This design comes from an exercise in tuning for small area, a short achievable clock period and few clock cycles per item on the open sky130 flow, not from production work.
Function not checked in this run: the RTL went through the layout flow alone.
No activity file was given, so power comes from the tool's default toggle rates.

### flow/constraint.sdc
create_clock -name core_clock -period 8.0 [get_ports {clk}]
set_input_delay 1.6000 -clock core_clock [delete_from_list [all_inputs] [get_ports {clk}]]
set_output_delay 1.6000 -clock core_clock [all_outputs]
set_load 0.01 [all_outputs]
### flow/design.v
`timescale 1ns/100ps
package cov_pkg;
    typedef enum logic [1:0] {
        OP_CLEAR  = 2'd0,    
        OP_MEAN   = 2'd1,    
        OP_SAMPLE = 2'd2,    
        OP_RSVD   = 2'd3     
    } cov_op_e;
endpackage
`timescale 1ns/100ps
module cov_decode
(
    input  logic                  clk,
    input  logic                  arst_n,
    input  logic [33:0]           in_cmd,
    input  logic                  accept,
    output logic                  bad_cmd,
    output logic                  s_valid,    
    output logic                  s_start,    
    output logic                  s_last,     
    output logic signed [16:0]    s_dx,       
    output logic [7:0]            s_neg,      
    output logic [7:0]            s_one,
    output logic [7:0]            s_two,
    output logic                  last_take   
);
    logic [1:0]         op;
    logic [15:0]        x, y;
    logic [15:0]        mean_x;
    logic [2:0]         cnt;        
    logic               take;
    logic [16:0]        dx;
    logic [16:0]        yb;         
    function automatic logic [16:0] add17(input logic [16:0] a, input logic [16:0] b, input logic cin);
        logic [16:0] g, p, gn, pn;
        g = a & b;
        p = a ^ b;
        g[0] = (a[0] & b[0]) | (p[0] & cin);
        for (int l = 0; l < 5; l++) begin
            gn = g;
            pn = p;
            for (int i = 0; i < 17; i++) begin
                if (((i >> l) & 1) == 1) begin
                    gn[i] = g[i] | (p[i] & g[((i >> l) << l) - 1]);
                    pn[i] = p[i] & p[((i >> l) << l) - 1];
                end
            end
            g = gn;
            p = pn;
        end
        add17 = (a ^ b) ^ {g[15:0], cin};
    endfunction
    assign op   = in_cmd[33:32];
    assign x    = in_cmd[31:16];
    assign y    = in_cmd[15:0];
    assign take = accept & (op == cov_pkg::OP_SAMPLE);
    assign last_take = take & (cnt == 3'd7);
    assign yb   = {y, 1'b0};
    assign dx = add17({x[15], x}, ~{mean_x[15], mean_x}, 1'b1);
    always_ff @(posedge clk or negedge arst_n) begin
        if (!arst_n) begin
            mean_x  <= '0;
            cnt     <= '0;
            bad_cmd <= 1'b0;
            s_valid <= 1'b0;
            s_start <= 1'b0;
        end else begin
            bad_cmd <= accept & (op == cov_pkg::OP_RSVD);
            s_valid <= take;
            s_start <= take & (cnt == 3'd0);
            if (accept & (op == cov_pkg::OP_MEAN)) mean_x <= x;
            if (accept & (op == cov_pkg::OP_CLEAR)) cnt <= '0;
            else if (take) cnt <= cnt + 3'd1;      
        end
    end
    always_ff @(posedge clk) begin
        s_last  <= (cnt == 3'd7);
        s_dx    <= dx;
        for (int j = 0; j < 8; j++) begin
            s_neg[j] <= take & yb[2*j+2];
            s_one[j] <= take & (yb[2*j+1] ^ yb[2*j]);
            s_two[j] <= take & ((yb[2*j+2] & ~yb[2*j+1] & ~yb[2*j]) | (~yb[2*j+2] & yb[2*j+1] & yb[2*j]));
        end
    end
endmodule
`timescale 1ns/100ps
module cov_execute
(
    input  logic                  clk,
    input  logic                  arst_n,
    input  logic                  s_valid,
    input  logic                  s_start,
    input  logic                  s_last,
    input  logic signed [16:0]    s_dx,
    input  logic [7:0]            s_neg,
    input  logic [7:0]            s_one,
    input  logic [7:0]            s_two,
    output logic [34:0]           acc_s,     
    output logic [34:0]           acc_c,
    output logic                  done       
);
    localparam logic [34:0] K8 = 35'h2aab00000;
    logic [34:0] base_s, base_c, rs, rc;
    assign base_s = s_start ? K8 : acc_s;
    assign base_c = s_start ? 35'd0 : acc_c;
    cov_mac i_mac (
        .b_neg (s_neg),
        .b_one (s_one),
        .b_two (s_two),
        .dx    (s_dx),
        .v     (s_valid),
        .a0    (base_s),
        .a1    (base_c),
        .rs    (rs),
        .rc    (rc)
    );
    always_ff @(posedge clk) begin
        acc_s <= rs;
        acc_c <= rc;
    end
    always_ff @(posedge clk or negedge arst_n) begin
        if (!arst_n) done <= 1'b0;
        else         done <= s_valid & s_last;
    end
endmodule
`timescale 1ns/100ps
module cov_mac (
    input  logic [7:0] b_neg, b_one, b_two,
    input  logic [16:0] dx,
    input  logic v,
    input  logic [34:0] a0,
    input  logic [34:0] a1,
    output logic [34:0] rs,
    output logic [34:0] rc
);
    wire pp1 = (b_one[0] & dx[0]) ^ b_neg[0];
    wire pp2 = ((b_one[0] & dx[1]) | (b_two[0] & dx[0])) ^ b_neg[0];
    wire pp3 = ((b_one[0] & dx[2]) | (b_two[0] & dx[1])) ^ b_neg[0];
    wire pp4 = ((b_one[0] & dx[3]) | (b_two[0] & dx[2])) ^ b_neg[0];
    wire pp5 = ((b_one[0] & dx[4]) | (b_two[0] & dx[3])) ^ b_neg[0];
    wire pp6 = ((b_one[0] & dx[5]) | (b_two[0] & dx[4])) ^ b_neg[0];
    wire pp7 = ((b_one[0] & dx[6]) | (b_two[0] & dx[5])) ^ b_neg[0];
    wire pp8 = ((b_one[0] & dx[7]) | (b_two[0] & dx[6])) ^ b_neg[0];
    wire pp9 = ((b_one[0] & dx[8]) | (b_two[0] & dx[7])) ^ b_neg[0];
    wire pp10 = ((b_one[0] & dx[9]) | (b_two[0] & dx[8])) ^ b_neg[0];
    wire pp11 = ((b_one[0] & dx[10]) | (b_two[0] & dx[9])) ^ b_neg[0];
    wire pp12 = ((b_one[0] & dx[11]) | (b_two[0] & dx[10])) ^ b_neg[0];
    wire pp13 = ((b_one[0] & dx[12]) | (b_two[0] & dx[11])) ^ b_neg[0];
    wire pp14 = ((b_one[0] & dx[13]) | (b_two[0] & dx[12])) ^ b_neg[0];
    wire pp15 = ((b_one[0] & dx[14]) | (b_two[0] & dx[13])) ^ b_neg[0];
    wire pp16 = ((b_one[0] & dx[15]) | (b_two[0] & dx[14])) ^ b_neg[0];
    wire pp17 = ((b_one[0] & dx[16]) | (b_two[0] & dx[15])) ^ b_neg[0];
    wire pp18 = ((b_one[0] & dx[16]) | (b_two[0] & dx[16])) ^ b_neg[0];
    wire ps19 = ~pp18 & v;
    wire pp20 = (b_one[1] & dx[0]) ^ b_neg[1];
    wire pp21 = ((b_one[1] & dx[1]) | (b_two[1] & dx[0])) ^ b_neg[1];
    wire pp22 = ((b_one[1] & dx[2]) | (b_two[1] & dx[1])) ^ b_neg[1];
    wire pp23 = ((b_one[1] & dx[3]) | (b_two[1] & dx[2])) ^ b_neg[1];
    wire pp24 = ((b_one[1] & dx[4]) | (b_two[1] & dx[3])) ^ b_neg[1];
    wire pp25 = ((b_one[1] & dx[5]) | (b_two[1] & dx[4])) ^ b_neg[1];
    wire pp26 = ((b_one[1] & dx[6]) | (b_two[1] & dx[5])) ^ b_neg[1];
    wire pp27 = ((b_one[1] & dx[7]) | (b_two[1] & dx[6])) ^ b_neg[1];
    wire pp28 = ((b_one[1] & dx[8]) | (b_two[1] & dx[7])) ^ b_neg[1];
    wire pp29 = ((b_one[1] & dx[9]) | (b_two[1] & dx[8])) ^ b_neg[1];
    wire pp30 = ((b_one[1] & dx[10]) | (b_two[1] & dx[9])) ^ b_neg[1];
    wire pp31 = ((b_one[1] & dx[11]) | (b_two[1] & dx[10])) ^ b_neg[1];
    wire pp32 = ((b_one[1] & dx[12]) | (b_two[1] & dx[11])) ^ b_neg[1];
    wire pp33 = ((b_one[1] & dx[13]) | (b_two[1] & dx[12])) ^ b_neg[1];
    wire pp34 = ((b_one[1] & dx[14]) | (b_two[1] & dx[13])) ^ b_neg[1];
    wire pp35 = ((b_one[1] & dx[15]) | (b_two[1] & dx[14])) ^ b_neg[1];
    wire pp36 = ((b_one[1] & dx[16]) | (b_two[1] & dx[15])) ^ b_neg[1];
    wire pp37 = ((b_one[1] & dx[16]) | (b_two[1] & dx[16])) ^ b_neg[1];
    wire ps38 = ~pp37 & v;
    wire pp39 = (b_one[2] & dx[0]) ^ b_neg[2];
    wire pp40 = ((b_one[2] & dx[1]) | (b_two[2] & dx[0])) ^ b_neg[2];
    wire pp41 = ((b_one[2] & dx[2]) | (b_two[2] & dx[1])) ^ b_neg[2];
    wire pp42 = ((b_one[2] & dx[3]) | (b_two[2] & dx[2])) ^ b_neg[2];
    wire pp43 = ((b_one[2] & dx[4]) | (b_two[2] & dx[3])) ^ b_neg[2];
    wire pp44 = ((b_one[2] & dx[5]) | (b_two[2] & dx[4])) ^ b_neg[2];
    wire pp45 = ((b_one[2] & dx[6]) | (b_two[2] & dx[5])) ^ b_neg[2];
    wire pp46 = ((b_one[2] & dx[7]) | (b_two[2] & dx[6])) ^ b_neg[2];
    wire pp47 = ((b_one[2] & dx[8]) | (b_two[2] & dx[7])) ^ b_neg[2];
    wire pp48 = ((b_one[2] & dx[9]) | (b_two[2] & dx[8])) ^ b_neg[2];
    wire pp49 = ((b_one[2] & dx[10]) | (b_two[2] & dx[9])) ^ b_neg[2];
    wire pp50 = ((b_one[2] & dx[11]) | (b_two[2] & dx[10])) ^ b_neg[2];
    wire pp51 = ((b_one[2] & dx[12]) | (b_two[2] & dx[11])) ^ b_neg[2];
    wire pp52 = ((b_one[2] & dx[13]) | (b_two[2] & dx[12])) ^ b_neg[2];
    wire pp53 = ((b_one[2] & dx[14]) | (b_two[2] & dx[13])) ^ b_neg[2];
    wire pp54 = ((b_one[2] & dx[15]) | (b_two[2] & dx[14])) ^ b_neg[2];
    wire pp55 = ((b_one[2] & dx[16]) | (b_two[2] & dx[15])) ^ b_neg[2];
    wire pp56 = ((b_one[2] & dx[16]) | (b_two[2] & dx[16])) ^ b_neg[2];
    wire ps57 = ~pp56 & v;
    wire pp58 = (b_one[3] & dx[0]) ^ b_neg[3];
    wire pp59 = ((b_one[3] & dx[1]) | (b_two[3] & dx[0])) ^ b_neg[3];
    wire pp60 = ((b_one[3] & dx[2]) | (b_two[3] & dx[1])) ^ b_neg[3];
    wire pp61 = ((b_one[3] & dx[3]) | (b_two[3] & dx[2])) ^ b_neg[3];
    wire pp62 = ((b_one[3] & dx[4]) | (b_two[3] & dx[3])) ^ b_neg[3];
    wire pp63 = ((b_one[3] & dx[5]) | (b_two[3] & dx[4])) ^ b_neg[3];
    wire pp64 = ((b_one[3] & dx[6]) | (b_two[3] & dx[5])) ^ b_neg[3];
    wire pp65 = ((b_one[3] & dx[7]) | (b_two[3] & dx[6])) ^ b_neg[3];
    wire pp66 = ((b_one[3] & dx[8]) | (b_two[3] & dx[7])) ^ b_neg[3];
    wire pp67 = ((b_one[3] & dx[9]) | (b_two[3] & dx[8])) ^ b_neg[3];
    wire pp68 = ((b_one[3] & dx[10]) | (b_two[3] & dx[9])) ^ b_neg[3];
    wire pp69 = ((b_one[3] & dx[11]) | (b_two[3] & dx[10])) ^ b_neg[3];
    wire pp70 = ((b_one[3] & dx[12]) | (b_two[3] & dx[11])) ^ b_neg[3];
    wire pp71 = ((b_one[3] & dx[13]) | (b_two[3] & dx[12])) ^ b_neg[3];
    wire pp72 = ((b_one[3] & dx[14]) | (b_two[3] & dx[13])) ^ b_neg[3];
    wire pp73 = ((b_one[3] & dx[15]) | (b_two[3] & dx[14])) ^ b_neg[3];
    wire pp74 = ((b_one[3] & dx[16]) | (b_two[3] & dx[15])) ^ b_neg[3];
    wire pp75 = ((b_one[3] & dx[16]) | (b_two[3] & dx[16])) ^ b_neg[3];
    wire ps76 = ~pp75 & v;
    wire pp77 = (b_one[4] & dx[0]) ^ b_neg[4];
    wire pp78 = ((b_one[4] & dx[1]) | (b_two[4] & dx[0])) ^ b_neg[4];
    wire pp79 = ((b_one[4] & dx[2]) | (b_two[4] & dx[1])) ^ b_neg[4];
    wire pp80 = ((b_one[4] & dx[3]) | (b_two[4] & dx[2])) ^ b_neg[4];
    wire pp81 = ((b_one[4] & dx[4]) | (b_two[4] & dx[3])) ^ b_neg[4];
    wire pp82 = ((b_one[4] & dx[5]) | (b_two[4] & dx[4])) ^ b_neg[4];
    wire pp83 = ((b_one[4] & dx[6]) | (b_two[4] & dx[5])) ^ b_neg[4];
    wire pp84 = ((b_one[4] & dx[7]) | (b_two[4] & dx[6])) ^ b_neg[4];
    wire pp85 = ((b_one[4] & dx[8]) | (b_two[4] & dx[7])) ^ b_neg[4];
    wire pp86 = ((b_one[4] & dx[9]) | (b_two[4] & dx[8])) ^ b_neg[4];
    wire pp87 = ((b_one[4] & dx[10]) | (b_two[4] & dx[9])) ^ b_neg[4];
    wire pp88 = ((b_one[4] & dx[11]) | (b_two[4] & dx[10])) ^ b_neg[4];
    wire pp89 = ((b_one[4] & dx[12]) | (b_two[4] & dx[11])) ^ b_neg[4];
    wire pp90 = ((b_one[4] & dx[13]) | (b_two[4] & dx[12])) ^ b_neg[4];
    wire pp91 = ((b_one[4] & dx[14]) | (b_two[4] & dx[13])) ^ b_neg[4];
    wire pp92 = ((b_one[4] & dx[15]) | (b_two[4] & dx[14])) ^ b_neg[4];
    wire pp93 = ((b_one[4] & dx[16]) | (b_two[4] & dx[15])) ^ b_neg[4];
    wire pp94 = ((b_one[4] & dx[16]) | (b_two[4] & dx[16])) ^ b_neg[4];
    wire ps95 = ~pp94 & v;
    wire pp96 = (b_one[5] & dx[0]) ^ b_neg[5];
    wire pp97 = ((b_one[5] & dx[1]) | (b_two[5] & dx[0])) ^ b_neg[5];
    wire pp98 = ((b_one[5] & dx[2]) | (b_two[5] & dx[1])) ^ b_neg[5];
    wire pp99 = ((b_one[5] & dx[3]) | (b_two[5] & dx[2])) ^ b_neg[5];
    wire pp100 = ((b_one[5] & dx[4]) | (b_two[5] & dx[3])) ^ b_neg[5];
    wire pp101 = ((b_one[5] & dx[5]) | (b_two[5] & dx[4])) ^ b_neg[5];
    wire pp102 = ((b_one[5] & dx[6]) | (b_two[5] & dx[5])) ^ b_neg[5];
    wire pp103 = ((b_one[5] & dx[7]) | (b_two[5] & dx[6])) ^ b_neg[5];
    wire pp104 = ((b_one[5] & dx[8]) | (b_two[5] & dx[7])) ^ b_neg[5];
    wire pp105 = ((b_one[5] & dx[9]) | (b_two[5] & dx[8])) ^ b_neg[5];
    wire pp106 = ((b_one[5] & dx[10]) | (b_two[5] & dx[9])) ^ b_neg[5];
    wire pp107 = ((b_one[5] & dx[11]) | (b_two[5] & dx[10])) ^ b_neg[5];
    wire pp108 = ((b_one[5] & dx[12]) | (b_two[5] & dx[11])) ^ b_neg[5];
    wire pp109 = ((b_one[5] & dx[13]) | (b_two[5] & dx[12])) ^ b_neg[5];
    wire pp110 = ((b_one[5] & dx[14]) | (b_two[5] & dx[13])) ^ b_neg[5];
    wire pp111 = ((b_one[5] & dx[15]) | (b_two[5] & dx[14])) ^ b_neg[5];
    wire pp112 = ((b_one[5] & dx[16]) | (b_two[5] & dx[15])) ^ b_neg[5];
    wire pp113 = ((b_one[5] & dx[16]) | (b_two[5] & dx[16])) ^ b_neg[5];
    wire ps114 = ~pp113 & v;
    wire pp115 = (b_one[6] & dx[0]) ^ b_neg[6];
    wire pp116 = ((b_one[6] & dx[1]) | (b_two[6] & dx[0])) ^ b_neg[6];
    wire pp117 = ((b_one[6] & dx[2]) | (b_two[6] & dx[1])) ^ b_neg[6];
    wire pp118 = ((b_one[6] & dx[3]) | (b_two[6] & dx[2])) ^ b_neg[6];
    wire pp119 = ((b_one[6] & dx[4]) | (b_two[6] & dx[3])) ^ b_neg[6];
    wire pp120 = ((b_one[6] & dx[5]) | (b_two[6] & dx[4])) ^ b_neg[6];
    wire pp121 = ((b_one[6] & dx[6]) | (b_two[6] & dx[5])) ^ b_neg[6];
    wire pp122 = ((b_one[6] & dx[7]) | (b_two[6] & dx[6])) ^ b_neg[6];
    wire pp123 = ((b_one[6] & dx[8]) | (b_two[6] & dx[7])) ^ b_neg[6];
    wire pp124 = ((b_one[6] & dx[9]) | (b_two[6] & dx[8])) ^ b_neg[6];
    wire pp125 = ((b_one[6] & dx[10]) | (b_two[6] & dx[9])) ^ b_neg[6];
    wire pp126 = ((b_one[6] & dx[11]) | (b_two[6] & dx[10])) ^ b_neg[6];
    wire pp127 = ((b_one[6] & dx[12]) | (b_two[6] & dx[11])) ^ b_neg[6];
    wire pp128 = ((b_one[6] & dx[13]) | (b_two[6] & dx[12])) ^ b_neg[6];
    wire pp129 = ((b_one[6] & dx[14]) | (b_two[6] & dx[13])) ^ b_neg[6];
    wire pp130 = ((b_one[6] & dx[15]) | (b_two[6] & dx[14])) ^ b_neg[6];
    wire pp131 = ((b_one[6] & dx[16]) | (b_two[6] & dx[15])) ^ b_neg[6];
    wire pp132 = ((b_one[6] & dx[16]) | (b_two[6] & dx[16])) ^ b_neg[6];
    wire ps133 = ~pp132 & v;
    wire pp134 = (b_one[7] & dx[0]) ^ b_neg[7];
    wire pp135 = ((b_one[7] & dx[1]) | (b_two[7] & dx[0])) ^ b_neg[7];
    wire pp136 = ((b_one[7] & dx[2]) | (b_two[7] & dx[1])) ^ b_neg[7];
    wire pp137 = ((b_one[7] & dx[3]) | (b_two[7] & dx[2])) ^ b_neg[7];
    wire pp138 = ((b_one[7] & dx[4]) | (b_two[7] & dx[3])) ^ b_neg[7];
    wire pp139 = ((b_one[7] & dx[5]) | (b_two[7] & dx[4])) ^ b_neg[7];
    wire pp140 = ((b_one[7] & dx[6]) | (b_two[7] & dx[5])) ^ b_neg[7];
    wire pp141 = ((b_one[7] & dx[7]) | (b_two[7] & dx[6])) ^ b_neg[7];
    wire pp142 = ((b_one[7] & dx[8]) | (b_two[7] & dx[7])) ^ b_neg[7];
    wire pp143 = ((b_one[7] & dx[9]) | (b_two[7] & dx[8])) ^ b_neg[7];
    wire pp144 = ((b_one[7] & dx[10]) | (b_two[7] & dx[9])) ^ b_neg[7];
    wire pp145 = ((b_one[7] & dx[11]) | (b_two[7] & dx[10])) ^ b_neg[7];
    wire pp146 = ((b_one[7] & dx[12]) | (b_two[7] & dx[11])) ^ b_neg[7];
    wire pp147 = ((b_one[7] & dx[13]) | (b_two[7] & dx[12])) ^ b_neg[7];
    wire pp148 = ((b_one[7] & dx[14]) | (b_two[7] & dx[13])) ^ b_neg[7];
    wire pp149 = ((b_one[7] & dx[15]) | (b_two[7] & dx[14])) ^ b_neg[7];
    wire pp150 = ((b_one[7] & dx[16]) | (b_two[7] & dx[15])) ^ b_neg[7];
    wire pp151 = ((b_one[7] & dx[16]) | (b_two[7] & dx[16])) ^ b_neg[7];
    wire ps152 = ~pp151 & v;
    wire s153, c154;
    cov_ha u_s153 (.a(b_neg[6]), .b(a0[12]), .s(s153), .co(c154));
    wire s155, c156;
    cov_ha u_s155 (.a(a0[13]), .b(a1[13]), .s(s155), .co(c156));
    wire s157, c158;
    cov_fa u_s157 (.a(b_neg[7]), .b(a0[14]), .c(a1[14]), .s(s157), .co(c158));
    wire s159, c160;
    cov_ha u_s159 (.a(pp15), .b(pp32), .s(s159), .co(c160));
    wire s161, c162;
    cov_fa u_s161 (.a(a0[15]), .b(a1[15]), .c(pp16), .s(s161), .co(c162));
    wire s163, c164;
    cov_ha u_s163 (.a(pp33), .b(pp50), .s(s163), .co(c164));
    wire s165, c166;
    cov_fa u_s165 (.a(a0[16]), .b(a1[16]), .c(pp17), .s(s165), .co(c166));
    wire s167, c168;
    cov_ha u_s167 (.a(pp34), .b(pp51), .s(s167), .co(c168));
    wire s169, c170;
    cov_fa u_s169 (.a(a0[17]), .b(a1[17]), .c(pp35), .s(s169), .co(c170));
    wire s171, c172;
    cov_ha u_s171 (.a(pp52), .b(pp69), .s(s171), .co(c172));
    wire s173, c174;
    cov_fa u_s173 (.a(a0[18]), .b(a1[18]), .c(pp36), .s(s173), .co(c174));
    wire s175, c176;
    cov_ha u_s175 (.a(a0[19]), .b(a1[19]), .s(s175), .co(c176));
    wire s177, c178;
    cov_ha u_s177 (.a(b_neg[3]), .b(a0[6]), .s(s177), .co(c178));
    wire s179, c180;
    cov_ha u_s179 (.a(a0[7]), .b(a1[7]), .s(s179), .co(c180));
    wire s181, c182;
    cov_fa u_s181 (.a(b_neg[4]), .b(a0[8]), .c(a1[8]), .s(s181), .co(c182));
    wire s183, c184;
    cov_ha u_s183 (.a(pp9), .b(pp26), .s(s183), .co(c184));
    wire s185, c186;
    cov_fa u_s185 (.a(a0[9]), .b(a1[9]), .c(pp10), .s(s185), .co(c186));
    wire s187, c188;
    cov_ha u_s187 (.a(pp27), .b(pp44), .s(s187), .co(c188));
    wire s189, c190;
    cov_fa u_s189 (.a(b_neg[5]), .b(a0[10]), .c(a1[10]), .s(s189), .co(c190));
    wire s191, c192;
    cov_fa u_s191 (.a(pp11), .b(pp28), .c(pp45), .s(s191), .co(c192));
    wire s193, c194;
    cov_ha u_s193 (.a(pp62), .b(pp79), .s(s193), .co(c194));
    wire s195, c196;
    cov_fa u_s195 (.a(a0[11]), .b(a1[11]), .c(pp12), .s(s195), .co(c196));
    wire s197, c198;
    cov_fa u_s197 (.a(pp29), .b(pp46), .c(pp63), .s(s197), .co(c198));
    wire s199, c200;
    cov_ha u_s199 (.a(pp80), .b(pp97), .s(s199), .co(c200));
    wire s201, c202;
    cov_fa u_s201 (.a(a1[12]), .b(pp13), .c(pp30), .s(s201), .co(c202));
    wire s203, c204;
    cov_fa u_s203 (.a(pp47), .b(pp64), .c(pp81), .s(s203), .co(c204));
    wire s205, c206;
    cov_fa u_s205 (.a(pp98), .b(pp115), .c(s153), .s(s205), .co(c206));
    wire s207, c208;
    cov_fa u_s207 (.a(c154), .b(pp14), .c(pp31), .s(s207), .co(c208));
    wire s209, c210;
    cov_fa u_s209 (.a(pp48), .b(pp65), .c(pp82), .s(s209), .co(c210));
    wire s211, c212;
    cov_fa u_s211 (.a(pp99), .b(pp116), .c(s155), .s(s211), .co(c212));
    wire s213, c214;
    cov_fa u_s213 (.a(c156), .b(pp49), .c(pp66), .s(s213), .co(c214));
    wire s215, c216;
    cov_fa u_s215 (.a(pp83), .b(pp100), .c(pp117), .s(s215), .co(c216));
    wire s217, c218;
    cov_fa u_s217 (.a(pp134), .b(s157), .c(s159), .s(s217), .co(c218));
    wire s219, c220;
    cov_fa u_s219 (.a(pp67), .b(pp84), .c(pp101), .s(s219), .co(c220));
    wire s221, c222;
    cov_fa u_s221 (.a(pp118), .b(pp135), .c(c158), .s(s221), .co(c222));
    wire s223, c224;
    cov_fa u_s223 (.a(c160), .b(s163), .c(s161), .s(s223), .co(c224));
    wire s225, c226;
    cov_fa u_s225 (.a(pp68), .b(pp85), .c(pp102), .s(s225), .co(c226));
    wire s227, c228;
    cov_fa u_s227 (.a(pp119), .b(pp136), .c(c164), .s(s227), .co(c228));
    wire s229, c230;
    cov_fa u_s229 (.a(s167), .b(c162), .c(s165), .s(s229), .co(c230));
    wire s231, c232;
    cov_fa u_s231 (.a(pp86), .b(pp103), .c(pp120), .s(s231), .co(c232));
    wire s233, c234;
    cov_fa u_s233 (.a(pp137), .b(ps19), .c(c168), .s(s233), .co(c234));
    wire s235, c236;
    cov_fa u_s235 (.a(s171), .b(c166), .c(s169), .s(s235), .co(c236));
    wire s237, c238;
    cov_fa u_s237 (.a(pp53), .b(pp70), .c(pp87), .s(s237), .co(c238));
    wire s239, c240;
    cov_fa u_s239 (.a(pp104), .b(pp121), .c(pp138), .s(s239), .co(c240));
    wire s241, c242;
    cov_fa u_s241 (.a(c172), .b(c170), .c(s173), .s(s241), .co(c242));
    wire s243, c244;
    cov_fa u_s243 (.a(pp54), .b(pp71), .c(pp88), .s(s243), .co(c244));
    wire s245, c246;
    cov_fa u_s245 (.a(pp105), .b(pp122), .c(pp139), .s(s245), .co(c246));
    wire s247, c248;
    cov_fa u_s247 (.a(s175), .b(ps38), .c(c174), .s(s247), .co(c248));
    wire s249, c250;
    cov_fa u_s249 (.a(a0[20]), .b(a1[20]), .c(c176), .s(s249), .co(c250));
    wire s251, c252;
    cov_fa u_s251 (.a(pp55), .b(pp72), .c(pp89), .s(s251), .co(c252));
    wire s253, c254;
    cov_fa u_s253 (.a(pp106), .b(pp123), .c(pp140), .s(s253), .co(c254));
    wire s255, c256;
    cov_fa u_s255 (.a(a0[21]), .b(a1[21]), .c(pp73), .s(s255), .co(c256));
    wire s257, c258;
    cov_fa u_s257 (.a(pp90), .b(pp107), .c(pp124), .s(s257), .co(c258));
    wire s259, c260;
    cov_ha u_s259 (.a(pp141), .b(ps57), .s(s259), .co(c260));
    wire s261, c262;
    cov_fa u_s261 (.a(a0[22]), .b(a1[22]), .c(pp74), .s(s261), .co(c262));
    wire s263, c264;
    cov_fa u_s263 (.a(pp91), .b(pp108), .c(pp125), .s(s263), .co(c264));
    wire s265, c266;
    cov_fa u_s265 (.a(a0[23]), .b(a1[23]), .c(pp92), .s(s265), .co(c266));
    wire s267, c268;
    cov_ha u_s267 (.a(pp109), .b(pp126), .s(s267), .co(c268));
    wire s269, c270;
    cov_fa u_s269 (.a(a0[24]), .b(a1[24]), .c(pp93), .s(s269), .co(c270));
    wire s271, c272;
    cov_ha u_s271 (.a(a0[25]), .b(a1[25]), .s(s271), .co(c272));
    wire s273, c274;
    cov_ha u_s273 (.a(b_neg[1]), .b(a0[2]), .s(s273), .co(c274));
    wire s275, c276;
    cov_ha u_s275 (.a(a0[3]), .b(a1[3]), .s(s275), .co(c276));
    wire s277, c278;
    cov_fa u_s277 (.a(b_neg[2]), .b(a0[4]), .c(a1[4]), .s(s277), .co(c278));
    wire s279, c280;
    cov_ha u_s279 (.a(pp5), .b(pp22), .s(s279), .co(c280));
    wire s281, c282;
    cov_fa u_s281 (.a(a0[5]), .b(a1[5]), .c(pp6), .s(s281), .co(c282));
    wire s283, c284;
    cov_ha u_s283 (.a(pp23), .b(pp40), .s(s283), .co(c284));
    wire s285, c286;
    cov_fa u_s285 (.a(a1[6]), .b(pp7), .c(pp24), .s(s285), .co(c286));
    wire s287, c288;
    cov_fa u_s287 (.a(pp41), .b(pp58), .c(s177), .s(s287), .co(c288));
    wire s289, c290;
    cov_fa u_s289 (.a(c178), .b(pp8), .c(pp25), .s(s289), .co(c290));
    wire s291, c292;
    cov_fa u_s291 (.a(pp42), .b(pp59), .c(s179), .s(s291), .co(c292));
    wire s293, c294;
    cov_fa u_s293 (.a(c180), .b(pp43), .c(pp60), .s(s293), .co(c294));
    wire s295, c296;
    cov_fa u_s295 (.a(pp77), .b(s181), .c(s183), .s(s295), .co(c296));
    wire s297, c298;
    cov_fa u_s297 (.a(pp61), .b(pp78), .c(c182), .s(s297), .co(c298));
    wire s299, c300;
    cov_fa u_s299 (.a(c184), .b(s187), .c(s185), .s(s299), .co(c300));
    wire s301, c302;
    cov_fa u_s301 (.a(pp96), .b(c188), .c(s189), .s(s301), .co(c302));
    wire s303, c304;
    cov_fa u_s303 (.a(s193), .b(c186), .c(s191), .s(s303), .co(c304));
    wire s305, c306;
    cov_fa u_s305 (.a(c190), .b(c194), .c(s199), .s(s305), .co(c306));
    wire s307, c308;
    cov_fa u_s307 (.a(c192), .b(s195), .c(s197), .s(s307), .co(c308));
    wire s309, c310;
    cov_fa u_s309 (.a(c200), .b(c196), .c(c198), .s(s309), .co(c310));
    wire s311, c312;
    cov_fa u_s311 (.a(s201), .b(s203), .c(s205), .s(s311), .co(c312));
    wire s313, c314;
    cov_fa u_s313 (.a(c202), .b(c204), .c(c206), .s(s313), .co(c314));
    wire s315, c316;
    cov_fa u_s315 (.a(s207), .b(s209), .c(s211), .s(s315), .co(c316));
    wire s317, c318;
    cov_fa u_s317 (.a(c208), .b(c210), .c(c212), .s(s317), .co(c318));
    wire s319, c320;
    cov_fa u_s319 (.a(s213), .b(s215), .c(s217), .s(s319), .co(c320));
    wire s321, c322;
    cov_fa u_s321 (.a(c214), .b(c216), .c(s219), .s(s321), .co(c322));
    wire s323, c324;
    cov_fa u_s323 (.a(s221), .b(c218), .c(s223), .s(s323), .co(c324));
    wire s325, c326;
    cov_fa u_s325 (.a(c220), .b(s225), .c(c222), .s(s325), .co(c326));
    wire s327, c328;
    cov_fa u_s327 (.a(s227), .b(c224), .c(s229), .s(s327), .co(c328));
    wire s329, c330;
    cov_fa u_s329 (.a(c226), .b(s231), .c(c228), .s(s329), .co(c330));
    wire s331, c332;
    cov_fa u_s331 (.a(s233), .b(c230), .c(s235), .s(s331), .co(c332));
    wire s333, c334;
    cov_fa u_s333 (.a(c232), .b(s237), .c(s239), .s(s333), .co(c334));
    wire s335, c336;
    cov_fa u_s335 (.a(c234), .b(c236), .c(s241), .s(s335), .co(c336));
    wire s337, c338;
    cov_fa u_s337 (.a(c238), .b(c240), .c(s243), .s(s337), .co(c338));
    wire s339, c340;
    cov_fa u_s339 (.a(s245), .b(s247), .c(c242), .s(s339), .co(c340));
    wire s341, c342;
    cov_fa u_s341 (.a(c244), .b(c246), .c(s249), .s(s341), .co(c342));
    wire s343, c344;
    cov_fa u_s343 (.a(s251), .b(s253), .c(c248), .s(s343), .co(c344));
    wire s345, c346;
    cov_fa u_s345 (.a(c250), .b(s259), .c(c252), .s(s345), .co(c346));
    wire s347, c348;
    cov_fa u_s347 (.a(c254), .b(s255), .c(s257), .s(s347), .co(c348));
    wire s349, c350;
    cov_fa u_s349 (.a(pp142), .b(c260), .c(c256), .s(s349), .co(c350));
    wire s351, c352;
    cov_fa u_s351 (.a(c258), .b(s261), .c(s263), .s(s351), .co(c352));
    wire s353, c354;
    cov_fa u_s353 (.a(pp143), .b(ps76), .c(s267), .s(s353), .co(c354));
    wire s355, c356;
    cov_fa u_s355 (.a(c262), .b(c264), .c(s265), .s(s355), .co(c356));
    wire s357, c358;
    cov_fa u_s357 (.a(pp110), .b(pp127), .c(pp144), .s(s357), .co(c358));
    wire s359, c360;
    cov_fa u_s359 (.a(c268), .b(c266), .c(s269), .s(s359), .co(c360));
    wire s361, c362;
    cov_fa u_s361 (.a(pp111), .b(pp128), .c(pp145), .s(s361), .co(c362));
    wire s363, c364;
    cov_fa u_s363 (.a(s271), .b(ps95), .c(c270), .s(s363), .co(c364));
    wire s365, c366;
    cov_fa u_s365 (.a(a0[26]), .b(a1[26]), .c(c272), .s(s365), .co(c366));
    wire s367, c368;
    cov_fa u_s367 (.a(pp112), .b(pp129), .c(pp146), .s(s367), .co(c368));
    wire s369, c370;
    cov_fa u_s369 (.a(a0[27]), .b(a1[27]), .c(pp130), .s(s369), .co(c370));
    wire s371, c372;
    cov_ha u_s371 (.a(pp147), .b(ps114), .s(s371), .co(c372));
    wire s373, c374;
    cov_fa u_s373 (.a(a0[28]), .b(a1[28]), .c(pp131), .s(s373), .co(c374));
    wire s375, c376;
    cov_ha u_s375 (.a(a0[29]), .b(a1[29]), .s(s375), .co(c376));
    wire s377, c378;
    cov_ha u_s377 (.a(b_neg[0]), .b(a0[0]), .s(s377), .co(c378));
    wire s379, c380;
    cov_ha u_s379 (.a(a0[1]), .b(a1[1]), .s(s379), .co(c380));
    wire s381, c382;
    cov_fa u_s381 (.a(a1[2]), .b(pp3), .c(pp20), .s(s381), .co(c382));
    wire s383, c384;
    cov_fa u_s383 (.a(c274), .b(pp4), .c(pp21), .s(s383), .co(c384));
    wire s385, c386;
    cov_fa u_s385 (.a(c276), .b(pp39), .c(s277), .s(s385), .co(c386));
    wire s387, c388;
    cov_fa u_s387 (.a(c278), .b(c280), .c(s283), .s(s387), .co(c388));
    wire s389, c390;
    cov_fa u_s389 (.a(c284), .b(c282), .c(s285), .s(s389), .co(c390));
    wire s391, c392;
    cov_fa u_s391 (.a(c286), .b(c288), .c(s289), .s(s391), .co(c392));
    wire s393, c394;
    cov_fa u_s393 (.a(c290), .b(c292), .c(s293), .s(s393), .co(c394));
    wire s395, c396;
    cov_fa u_s395 (.a(c294), .b(s297), .c(c296), .s(s395), .co(c396));
    wire s397, c398;
    cov_fa u_s397 (.a(c298), .b(s301), .c(c300), .s(s397), .co(c398));
    wire s399, c400;
    cov_fa u_s399 (.a(c302), .b(s305), .c(c304), .s(s399), .co(c400));
    wire s401, c402;
    cov_fa u_s401 (.a(c306), .b(s309), .c(c308), .s(s401), .co(c402));
    wire s403, c404;
    cov_fa u_s403 (.a(c310), .b(s313), .c(c312), .s(s403), .co(c404));
    wire s405, c406;
    cov_fa u_s405 (.a(c314), .b(s317), .c(c316), .s(s405), .co(c406));
    wire s407, c408;
    cov_fa u_s407 (.a(c318), .b(s321), .c(c320), .s(s407), .co(c408));
    wire s409, c410;
    cov_fa u_s409 (.a(c322), .b(s325), .c(c324), .s(s409), .co(c410));
    wire s411, c412;
    cov_fa u_s411 (.a(c326), .b(s329), .c(c328), .s(s411), .co(c412));
    wire s413, c414;
    cov_fa u_s413 (.a(c330), .b(s333), .c(c332), .s(s413), .co(c414));
    wire s415, c416;
    cov_fa u_s415 (.a(c334), .b(s337), .c(s339), .s(s415), .co(c416));
    wire s417, c418;
    cov_fa u_s417 (.a(c338), .b(s341), .c(s343), .s(s417), .co(c418));
    wire s419, c420;
    cov_fa u_s419 (.a(c342), .b(s345), .c(s347), .s(s419), .co(c420));
    wire s421, c422;
    cov_fa u_s421 (.a(c346), .b(s349), .c(c348), .s(s421), .co(c422));
    wire s423, c424;
    cov_fa u_s423 (.a(s353), .b(c350), .c(c352), .s(s423), .co(c424));
    wire s425, c426;
    cov_fa u_s425 (.a(s357), .b(c354), .c(c356), .s(s425), .co(c426));
    wire s427, c428;
    cov_fa u_s427 (.a(c358), .b(s361), .c(s363), .s(s427), .co(c428));
    wire s429, c430;
    cov_fa u_s429 (.a(c362), .b(s365), .c(s367), .s(s429), .co(c430));
    wire s431, c432;
    cov_fa u_s431 (.a(c366), .b(s371), .c(c368), .s(s431), .co(c432));
    wire s433, c434;
    cov_fa u_s433 (.a(pp148), .b(c372), .c(c370), .s(s433), .co(c434));
    wire s435, c436;
    cov_fa u_s435 (.a(pp149), .b(s375), .c(ps133), .s(s435), .co(c436));
    wire s437, c438;
    cov_fa u_s437 (.a(a0[30]), .b(a1[30]), .c(c376), .s(s437), .co(c438));
    wire s439, c440;
    cov_ha u_s439 (.a(a0[31]), .b(a1[31]), .s(s439), .co(c440));
    wire s441, c442;
    cov_ha u_s441 (.a(a1[0]), .b(pp1), .s(s441), .co(c442));
    wire s443, c444;
    cov_fa u_s443 (.a(c378), .b(pp2), .c(s379), .s(s443), .co(c444));
    wire s445, c446;
    cov_fa u_s445 (.a(c380), .b(s273), .c(s381), .s(s445), .co(c446));
    wire s447, c448;
    cov_fa u_s447 (.a(s275), .b(c382), .c(s383), .s(s447), .co(c448));
    wire s449, c450;
    cov_fa u_s449 (.a(s279), .b(c384), .c(s385), .s(s449), .co(c450));
    wire s451, c452;
    cov_fa u_s451 (.a(s281), .b(c386), .c(s387), .s(s451), .co(c452));
    wire s453, c454;
    cov_fa u_s453 (.a(s287), .b(c388), .c(s389), .s(s453), .co(c454));
    wire s455, c456;
    cov_fa u_s455 (.a(s291), .b(c390), .c(s391), .s(s455), .co(c456));
    wire s457, c458;
    cov_fa u_s457 (.a(s295), .b(c392), .c(s393), .s(s457), .co(c458));
    wire s459, c460;
    cov_fa u_s459 (.a(c394), .b(s299), .c(s395), .s(s459), .co(c460));
    wire s461, c462;
    cov_fa u_s461 (.a(s303), .b(c396), .c(s397), .s(s461), .co(c462));
    wire s463, c464;
    cov_fa u_s463 (.a(s307), .b(c398), .c(s399), .s(s463), .co(c464));
    wire s465, c466;
    cov_fa u_s465 (.a(s311), .b(c400), .c(s401), .s(s465), .co(c466));
    wire s467, c468;
    cov_fa u_s467 (.a(s315), .b(c402), .c(s403), .s(s467), .co(c468));
    wire s469, c470;
    cov_fa u_s469 (.a(s319), .b(c404), .c(s405), .s(s469), .co(c470));
    wire s471, c472;
    cov_fa u_s471 (.a(c406), .b(s323), .c(s407), .s(s471), .co(c472));
    wire s473, c474;
    cov_fa u_s473 (.a(s327), .b(c408), .c(s409), .s(s473), .co(c474));
    wire s475, c476;
    cov_fa u_s475 (.a(s331), .b(c410), .c(s411), .s(s475), .co(c476));
    wire s477, c478;
    cov_fa u_s477 (.a(s335), .b(c412), .c(s413), .s(s477), .co(c478));
    wire s479, c480;
    cov_fa u_s479 (.a(c336), .b(c414), .c(s415), .s(s479), .co(c480));
    wire s481, c482;
    cov_fa u_s481 (.a(c340), .b(s417), .c(c416), .s(s481), .co(c482));
    wire s483, c484;
    cov_fa u_s483 (.a(c344), .b(s419), .c(c418), .s(s483), .co(c484));
    wire s485, c486;
    cov_fa u_s485 (.a(s351), .b(s421), .c(c420), .s(s485), .co(c486));
    wire s487, c488;
    cov_fa u_s487 (.a(s355), .b(c422), .c(s423), .s(s487), .co(c488));
    wire s489, c490;
    cov_fa u_s489 (.a(s359), .b(c424), .c(s425), .s(s489), .co(c490));
    wire s491, c492;
    cov_fa u_s491 (.a(c360), .b(c426), .c(s427), .s(s491), .co(c492));
    wire s493, c494;
    cov_fa u_s493 (.a(c364), .b(s429), .c(c428), .s(s493), .co(c494));
    wire s495, c496;
    cov_fa u_s495 (.a(s369), .b(s431), .c(c430), .s(s495), .co(c496));
    wire s497, c498;
    cov_fa u_s497 (.a(s373), .b(c432), .c(s433), .s(s497), .co(c498));
    wire s499, c500;
    cov_fa u_s499 (.a(c374), .b(s435), .c(c434), .s(s499), .co(c500));
    wire s501, c502;
    cov_fa u_s501 (.a(pp150), .b(s437), .c(c436), .s(s501), .co(c502));
    wire s503, c504;
    cov_fa u_s503 (.a(s439), .b(ps152), .c(c438), .s(s503), .co(c504));
    wire s505, c506;
    cov_fa u_s505 (.a(a0[32]), .b(a1[32]), .c(c440), .s(s505), .co(c506));
    wire s507, c508;
    cov_ha u_s507 (.a(a0[33]), .b(a1[33]), .s(s507), .co(c508));
    wire s509, c510;
    cov_ha u_s509 (.a(a0[34]), .b(a1[34]), .s(s509), .co(c510));
    assign rs = {s509, s507, s505, s503, s501, s499, s497, s495, s493, s491, s489, s487, s485, s483, s481, s479, s477, s475, s473, s471, s469, s467, s465, s463, s461, s459, s457, s455, s453, s451, s449, s447, s445, s443, s377};
    assign rc = {c508, c506, c504, c502, c500, c498, c496, c494, c492, c490, c488, c486, c484, c482, c480, c478, c476, c474, c472, c470, c468, c466, c464, c462, c460, c458, c456, c454, c452, c450, c448, c446, c444, c442, s441};
endmodule
module cov_fa (input logic a, input logic b, input logic c, output logic s, output logic co);
    assign s  = a ^ b ^ c;
    assign co = (a & b) | (a & c) | (b & c);
endmodule
module cov_ha (input logic a, input logic b, output logic s, output logic co);
    assign s  = a ^ b;
    assign co = a & b;
endmodule
`timescale 1ns/100ps
module cov_result
(
    input  logic                  clk,
    input  logic                  arst_n,
    input  logic [34:0]           acc_s,     
    input  logic [34:0]           acc_c,
    input  logic                  done,      
    input  logic                  fill,      
    output logic [32:0]           cov,
    output logic                  out_valid,
    input  logic                  out_ready,
    output logic                  hold       
);
    localparam int KD    = 3;               
    localparam int STEPS = 12 / KD;
    typedef enum logic [1:0] {
        S_IDLE = 2'd0,
        S_DIV  = 2'd1,
        S_INC  = 2'd2,
        S_OUT  = 2'd3
    } div_state_e;
    function automatic logic [5:0] dstep(input logic [2:0] r, input logic [2:0] d);
        logic [2:0] q, n;
        q[2] = (r[2]) | (r[1] & r[0] & d[2]);
        q[1] = (r[1] & ~r[0]) | (r[1] & ~d[2]) | (r[2] & r[0] & d[1]) | (r[2] & r[0] & d[2]) | (~r[1] & r[0] & d[2] & d[1]);
        q[0] = (~r[2] & r[0] & ~d[2]) | (r[2] & ~r[0] & d[2]) | (r[0] & ~d[2] & ~d[1]) | (r[2] & r[1] & d[1]) | (r[1] & ~r[0] & d[2] & d[1]) | (~r[2] & ~r[1] & r[0] & ~d[1]) | (r[2] & r[1] & d[0]) | (r[2] & ~r[0] & d[1] & d[0]) | (~r[0] & d[2] & d[1] & d[0]) | (r[1] & ~r[0] & d[2] & d[0]);
        n[2] = (~r[2] & ~r[1] & d[2] & ~d[1]) | (~r[2] & r[1] & ~d[2] & d[1]) | (r[2] & ~r[1] & ~d[2] & ~d[1]) | (r[2] & d[2] & d[1] & d[0]) | (r[2] & r[0] & d[2] & d[1]) | (r[2] & ~d[2] & ~d[1] & ~d[0]) | (r[2] & r[1] & d[2] & d[1]) | (r[2] & r[1] & d[2] & d[0]) | (r[1] & r[0] & ~d[2] & d[0]) | (~r[2] & ~r[0] & d[2] & ~d[1] & ~d[0]) | (~r[2] & r[0] & ~d[2] & d[1] & d[0]) | (~r[2] & ~r[1] & ~r[0] & d[2] & ~d[0]) | (r[2] & ~r[1] & ~r[0] & ~d[2] & ~d[0]);
        n[1] = (r[1] & ~r[0] & ~d[1] & ~d[0]) | (~r[1] & ~r[0] & d[1] & ~d[0]) | (~r[1] & r[0] & ~d[1] & d[0]) | (r[1] & d[2] & d[1] & d[0]) | (r[2] & r[0] & d[2] & ~d[1]) | (r[2] & r[1] & d[1] & d[0]) | (r[1] & r[0] & d[2] & d[1]) | (r[1] & ~d[2] & ~d[1] & ~d[0]) | (r[1] & r[0] & d[1] & d[0]) | (~r[2] & ~r[1] & ~r[0] & ~d[2] & d[1]) | (~r[2] & r[1] & ~r[0] & ~d[2] & ~d[1]) | (r[2] & ~r[1] & d[2] & ~d[1] & d[0]) | (~r[2] & ~r[1] & ~d[2] & d[1] & ~d[0]);
        n[0] = (~r[2] & ~r[0] & ~d[2] & d[0]) | (~r[2] & r[0] & ~d[2] & ~d[0]) | (r[2] & ~r[0] & d[2] & ~d[0]) | (r[0] & d[2] & d[1] & d[0]) | (r[2] & r[0] & d[1] & d[0]) | (r[0] & ~d[2] & ~d[1] & ~d[0]) | (r[2] & r[1] & d[1] & ~d[0]) | (r[2] & r[0] & d[2] & d[0]) | (r[1] & r[0] & d[2] & d[0]) | (~r[2] & ~r[1] & r[0] & ~d[1] & ~d[0]) | (~r[2] & ~r[1] & ~r[0] & ~d[1] & d[0]) | (r[1] & ~r[0] & d[2] & d[1] & ~d[0]) | (~r[1] & ~r[0] & ~d[2] & ~d[1] & d[0]);
        dstep = {q, n};
    endfunction
    div_state_e       state, state_next;
    logic [1:0]       step;
    logic [35:0]      w;          
    logic [2:0]       r;          
    logic             neg;        
    logic [3*KD-1:0]  qd;         
    logic [2:0]       rq;         
    logic [34:0]      sum;
    logic [32:0]      w_inc;
    logic             pend;       
    logic             load;
    logic             pend_next;
    logic             up;         
    function automatic logic [34:0] add35(input logic [34:0] a, input logic [34:0] b, input logic cin);
        logic [34:0] g, p, gn, pn;
        g = a & b;
        p = a ^ b;
        g[0] = (a[0] & b[0]) | (p[0] & cin);
        for (int l = 0; l < 6; l++) begin
            gn = g;
            pn = p;
            for (int i = 0; i < 35; i++) begin
                if (((i >> l) & 1) == 1) begin
                    gn[i] = g[i] | (p[i] & g[((i >> l) << l) - 1]);
                    pn[i] = p[i] & p[((i >> l) << l) - 1];
                end
            end
            g = gn;
            p = pn;
        end
        add35 = (a ^ b) ^ {g[33:0], cin};
    endfunction
    assign sum = add35(acc_s, acc_c, 1'b0);
    always_comb begin
        logic [2:0] rr;
        rr = r;
        for (int j = 0; j < KD; j++) begin
            {qd[3*KD-1-3*j -: 3], rr} = dstep(rr, w[35-3*j -: 3]);
        end
        rq = rr;
    end
    always_comb begin
        logic [8:0] ga;       
        logic       pre;      
        logic       in;       
        for (int g = 0; g < 9; g++) ga[g] = &w[4*g +: 4];
        for (int i = 0; i < 33; i++) begin
            pre = 1'b1;
            for (int g = 0; g < i / 4; g++) pre = pre & ga[g];
            in = 1'b1;
            for (int k = 4 * (i / 4); k < i; k++) in = in & w[k];
            w_inc[i] = w[i] ^ (pre & in);
        end
    end
    assign up        = r != 3'd0;       
    assign load      = (pend | done) & (state == S_IDLE);
    assign pend_next = (pend | done) & ~load;
    always_comb begin
        state_next = state;
        unique case (state)
            S_DIV:   if (step == 2'(STEPS - 1)) state_next = neg ? S_INC : S_OUT;
            S_INC:   state_next = S_OUT;
            S_OUT:   if (out_ready) state_next = S_IDLE;
            default: state_next = S_IDLE;
        endcase
        if (load) state_next = S_DIV;
    end
    always_ff @(posedge clk or negedge arst_n) begin
        if (!arst_n) begin
            state     <= S_IDLE;
            step      <= '0;
            pend      <= 1'b0;
            out_valid <= 1'b0;
            hold      <= 1'b0;
        end else begin
            state     <= state_next;
            step      <= (state == S_DIV) ? step + 2'd1 : 2'd0;
            pend      <= pend_next;
            out_valid <= (state_next == S_OUT);
            hold      <= (state_next != S_IDLE) & (pend_next | fill);
        end
    end
    always_ff @(posedge clk) begin
        unique case (state)
            S_IDLE: begin
                w   <= {sum[34], sum};
                r   <= sum[34] ? 3'd6 : 3'd0;
                neg <= sum[34];
            end
            S_DIV: begin
                w   <= {w[35-3*KD:0], qd};
                r   <= rq;
            end
            S_INC:   if (up) w[32:0] <= w_inc;
            default: ;
        endcase
    end
    assign cov = w[32:0];
endmodule
`timescale 1ns/100ps
module cov_top
#(
    parameter int NUM_SAMPLES = 8
) (
    input  logic        clk,
    input  logic        arst_n,
    input  logic [33:0] in_cmd,      
    input  logic        in_valid,
    output logic        in_ready,
    output logic [63:0] out_res,     
    output logic        out_valid,
    input  logic        out_ready,
    output logic        bad_cmd      
);
    logic               accept;
    logic               hold;
    logic               s_valid, s_start, s_last;
    logic signed [16:0] s_dx;
    logic [7:0]         s_neg, s_one, s_two;
    logic               last_take;
    logic [34:0]        acc_s, acc_c;
    logic               done;
    logic [32:0]        cov;
    logic               fill;
    assign in_ready = ~hold;
    assign accept   = in_valid & ~hold;
    assign fill     = last_take | (s_valid & s_last);
    cov_decode i_decode (
        .clk       (clk),
        .arst_n    (arst_n),
        .in_cmd    (in_cmd),
        .accept    (accept),
        .bad_cmd   (bad_cmd),
        .s_valid   (s_valid),
        .s_start   (s_start),
        .s_last    (s_last),
        .s_dx      (s_dx),
        .s_neg     (s_neg),
        .s_one     (s_one),
        .s_two     (s_two),
        .last_take (last_take)
    );
    cov_execute i_execute (
        .clk     (clk),
        .arst_n  (arst_n),
        .s_valid (s_valid),
        .s_start (s_start),
        .s_last  (s_last),
        .s_dx    (s_dx),
        .s_neg   (s_neg),
        .s_one   (s_one),
        .s_two   (s_two),
        .acc_s   (acc_s),
        .acc_c   (acc_c),
        .done    (done)
    );
    cov_result i_result (
        .clk       (clk),
        .arst_n    (arst_n),
        .acc_s     (acc_s),
        .acc_c     (acc_c),
        .done      (done),
        .fill      (fill),
        .cov       (cov),
        .out_valid (out_valid),
        .out_ready (out_ready),
        .hold      (hold)
    );
    assign out_res = {{15{cov[32]}}, cov, 16'(NUM_SAMPLES)};
endmodule
### flow/flow/run.sh
#!/bin/bash
# The standard layout, with plain buffers (sky130_fd_sc_hd__buf_2) on the
# ports instead of the delay cells buffer_ports picks by itself.
set -euo pipefail
export BUFFER_PORTS_ARGS="-buffer_cell sky130_fd_sc_hd__buf_2"
bash standard.sh > standard.log 2>&1
### flow/config.mk
export PLATFORM = sky130hd
export DESIGN_NAME = cov_top
export DESIGN_NICKNAME = cov_top
export VERILOG_FILES = /design/flow/design.v
export SDC_FILE = /design/flow/constraint.sdc
export NUM_CORES = 4
export LEC_CHECK = 0
export ABC_AREA = 1
export CAP_MARGIN = 20
export CORE_MARGIN = 2
export CORE_UTILIZATION = 60
export CTS_BUF_LIST = sky130_fd_sc_hd__clkbuf_8
export SETUP_SLACK_MARGIN = 4.8
export SLEW_MARGIN = 20
export SYNTH_HIERARCHICAL = 1
### flow/standard.sh
#!/bin/bash
# synth_recipe.tcl (not shown) runs the flow's synth.tcl, then flattens the netlist and writes it again
# the make line also repeats each setting of config.mk as NAME=value (left out here)
make -C /OpenROAD-flow-scripts/flow DESIGN_CONFIG=/design/flow/config.mk WORK_HOME=/design/flow/orfs CLKGATE_MAP_FILE= SYNTH_SCRIPT=/design/flow/synth_recipe.tcl "${@:-finish}"
==> results.txt <==
Synth Register Bits=182; DP Area=17500 µm²; Reg2Reg Setup Slack=4630 ps; LEAKAGE=10.4 nW; Synth area leaders=fa_1, nand2_1, dfxtp_1; Routed WL per cell=16.9 µm; setup_tns=0 ps; PwrDens=354 nW/µm²; compound-gate portion of the synthesized area=5.68%; WP data required=8250 ps; xor/xnor share of the synthesized area=7.58%; Total GRT Usage=28.5%; core region area=30400 µm²; Final WS setup=4630 ps; multiplexer area fraction after synthesis=0%; routed wire length=45300 µm; Synth Area in Adders=23.8%; DRT antenna net count=0; Root Buffer=clkbuf_8; Residual DRC=0; sequential fraction of the synthesis area=22.7%; port bufs=88; Tightest Pin Transition=922 ps; Clock Skew=21.8 ps; Nets=2569; RSZ-0062 raised after global routing=yes; Simple-Gate Fraction of Synth Area=24.4%; final cell count without fillers=2686; status=no timing/DRC/antenna violations; layout cell share with drive strength beyond 1=14.7%; crit end category=flip-flop; die height=180 µm; number of synthesized flops with an enable pin=40; Commonest cells post-synth=nand2_1, inv_1, buf_4, nor2_1, fa_1; Reg-to-Reg Start=i_result.w[0]$_DFFE_PP_; CTS Hold Bufs=0; VDD IR max=211 µV; most numerous cell in the Yosys netlist=nand2_1; vias per cell=5.29; Hold Crit Start=i_decode.s_last$_DFF_P_; GRT met2 Usage=45.8%; Die X=180 µm; largest net degree at the start of global routing=41; DRT iter0 DRCs=1394; Place WS=4450 ps; CP startpoint=i_result.w[0]$_DFFE_PP_; Skew-Pair Late Insertion Delay=510 ps; clock-pin slew on the worst setup and hold paths=90 ps; Clock Path Buffers=2; slew margin rel.=38.5%; fmax=297 MHz; Setup violations, final=0; Mapped Cells=2347; r2r worst-path depth=14; busiest grt layer=met2; initial antenna violation count=2; Synth top area share=17.4%; syn_area_per_cell=7.87 µm²; Hold WS=432 ps; Worst Setup Start Kind=flip-flop; Main synth FF type=dfxtp_1; RR Endpoint=i_result.w[29]$_DFFE_PP_; # placed instances=2601; vias=14219; fin. max-slew vios=0; vias in the first global route=13603; WHS Endpoint=i_execute.done$_DFF_PN0_; RePlAce Congestion=0.902; synthesis-to-layout area growth=1.08%; largest family of logic cells by synthesized area=simple AND/OR/NAND/NOR gates; Cell variety after synth=60; Ports=105; GRT overflow=0; TritonRoute pass-1 iters=5; Synthesis Warnings=9; kind of critical path=reg2reg; FP Rows=64; WP data arrival=3620 ps; Die Area=32200 µm²; met3 Resource Use GR=4.36%; initial core utilization=60.7%; first-pass GRT wire length=73200 µm; CTS buffer count=17; Max-Cap Viols=0; CTS H-tree lvls=4; Tmin final=3370 ps; Hold Vio Cnt, Final=0; post-synthesis cell area=18500 µm²; crit path max fanout=4; Hold Path Stages=2; Tightest Hold Check Type=reg2reg; clock sink total=182; Tcrit/Tclk final=42.1%; CTS tree=yes; FFs w/ async S/R, synth=16.5%; met1 GRT Util=39.9%; top cell type by total area after synthesis=fa_1; DPL Wire Length=34300 µm; Finished Cell Area=18700 µm²
==> cell type report <==
cell class | count | area (µm²)
Antenna cell | 1 | 2.50
Clock buffer | 18 | 248
Clock inverter | 14 | 125
Fill cell | 2812 | 11800
Inverter | 229 | 866
Multi-Input combinational cell | 1697 | 11600
Sequential cell | 182 | 4300
Tap cell | 396 | 495
Timing Repair Buffer | 149 | 996
==> timing repair <==
item	in CTS	in global routing
pin swaps	2	16
setup endpoints to repair	60	55
gates resized for setup	50	69
setup buffers	4	46
cloned	1	1
==> cells in the final DEF (no fill, tap or decap), types with 29 or more instances in the layout <==
cell,n
dfrtp_1,29
nand3_1,90
nand2_1,693
nor2_2,31
buf_2,88
nor2_1,168
xor2_1,137
dfxtp_1,75
inv_1,220
buf_4,54
fa_1,156
o21ai_0,51
a21oi_1,91
edfxtp_1,40
ha_1,90
==> flip-flops by register name, summed over array words and instances, names as in the netlist, 3 cells and up <==
signal           flops
i_decode.cnt         3
i_execute.acc_s     35
i_decode.s_neg       8
i_decode.mean_x     16
i_execute.acc_c     35
i_result.w          36
i_decode.s_dx       17
i_decode.s_two       8
i_decode.s_one       8
i_result.r           3
==> logic make-up after synthesis <==
family / count (synthesis)
xor gates and xnor gates: 160
DFF: 182
AOI/OAI and AO/OA: 191
buffers and inverters: 482
adders and majority gates: 255
other: 2
and+or+nand+nor: 1075
==> how the worst max path moves through the flow <==
stage	end	slack (ps)	depth (start not counted)
finish	i_result.w[29]$_DFFE_PP_	4630	14
global route	i_result.w[29]$_DFFE_PP_	4480	14
CTS	i_execute.acc_s[19]$_DFF_P_	4770	8
detailed placement	i_execute.acc_s[17]$_DFF_P_	4450	8
global placement	i_execute.acc_s[16]$_DFF_P_	4500	8
floorplan	i_execute.acc_s[19]$_DFF_P_	4740	11
==> critical path, cell delays in order, from the launching register on <==
cell	delay, ps
edfxtp_1	390
ha_2	210
and3_4	230
nand3_4	90
nor2_4	160
nand3_4	90
nor4_4	330
nand2_2	130
nor4_4	290
nand4_1	280
nor4_4	360
ha_2	250
a21oi_2	60
a21oi_1	180
o21ai_1	90
==> modules after synthesis, one instance, submodules excluded, excerpt <==
module,flops+latches,copies in the design
cov_result,47,1
cov_mac,0,1
cov_decode,64,1
cov_execute,71,1
cov_fa,0,151
cov_ha,0,28
==> metal layers <==
metal / vias to the layer above / part of all wire [%]
met5: - / 0
met4: 0 / 2.1
met3: 48 / 5.9
met2: 468 / 47
met1: 6750 / 45
li1: 6953 / -
==> power by group <==
group	leakage (nW)	switching, W	internal, W	total [W]
logic	8.42	0.00247	0.00163	0.00409
clock network	0.201	0.000358	0.000257	0.000615
registers	1.74	0.000518	0.00139	0.00191
==> metrics by stage <==
step | power, W | util [%]
floorplan | 0.00567 | -
global placement | 0.00570 | 57.5
detailed placement | 0.00579 | 57.6
CTS | 0.00647 | 59.4
global route | 0.00736 | 61.4
finish | 0.00662 | 61.4

-- static timing again, ports no longer ideal --
How much do the figures lean on ideal ports? The routed layout below was timed once more, with nothing changed but the port constraints. Step 1: set_driving_cell puts a clkbuf_16 on clk and a buf_2 on each other input, an assumption about the parent block. Step 2 also shifts input and output timing later by t, the mid clock arrival at the registers, as if the neighbouring blocks saw the same clock. a / b / c = no drivers / after step 1 / after step 2; a / b = the first two.
shift t [ns]: 0.547
setup slack, ns: 4.629 / 4.629 / 4.501
worst setup path at the end: input to register
After both steps this run still meets setup and hold. For this run, drivers alone change the setup slack by 0.000 ns; drivers and shift together by -0.128 ns.
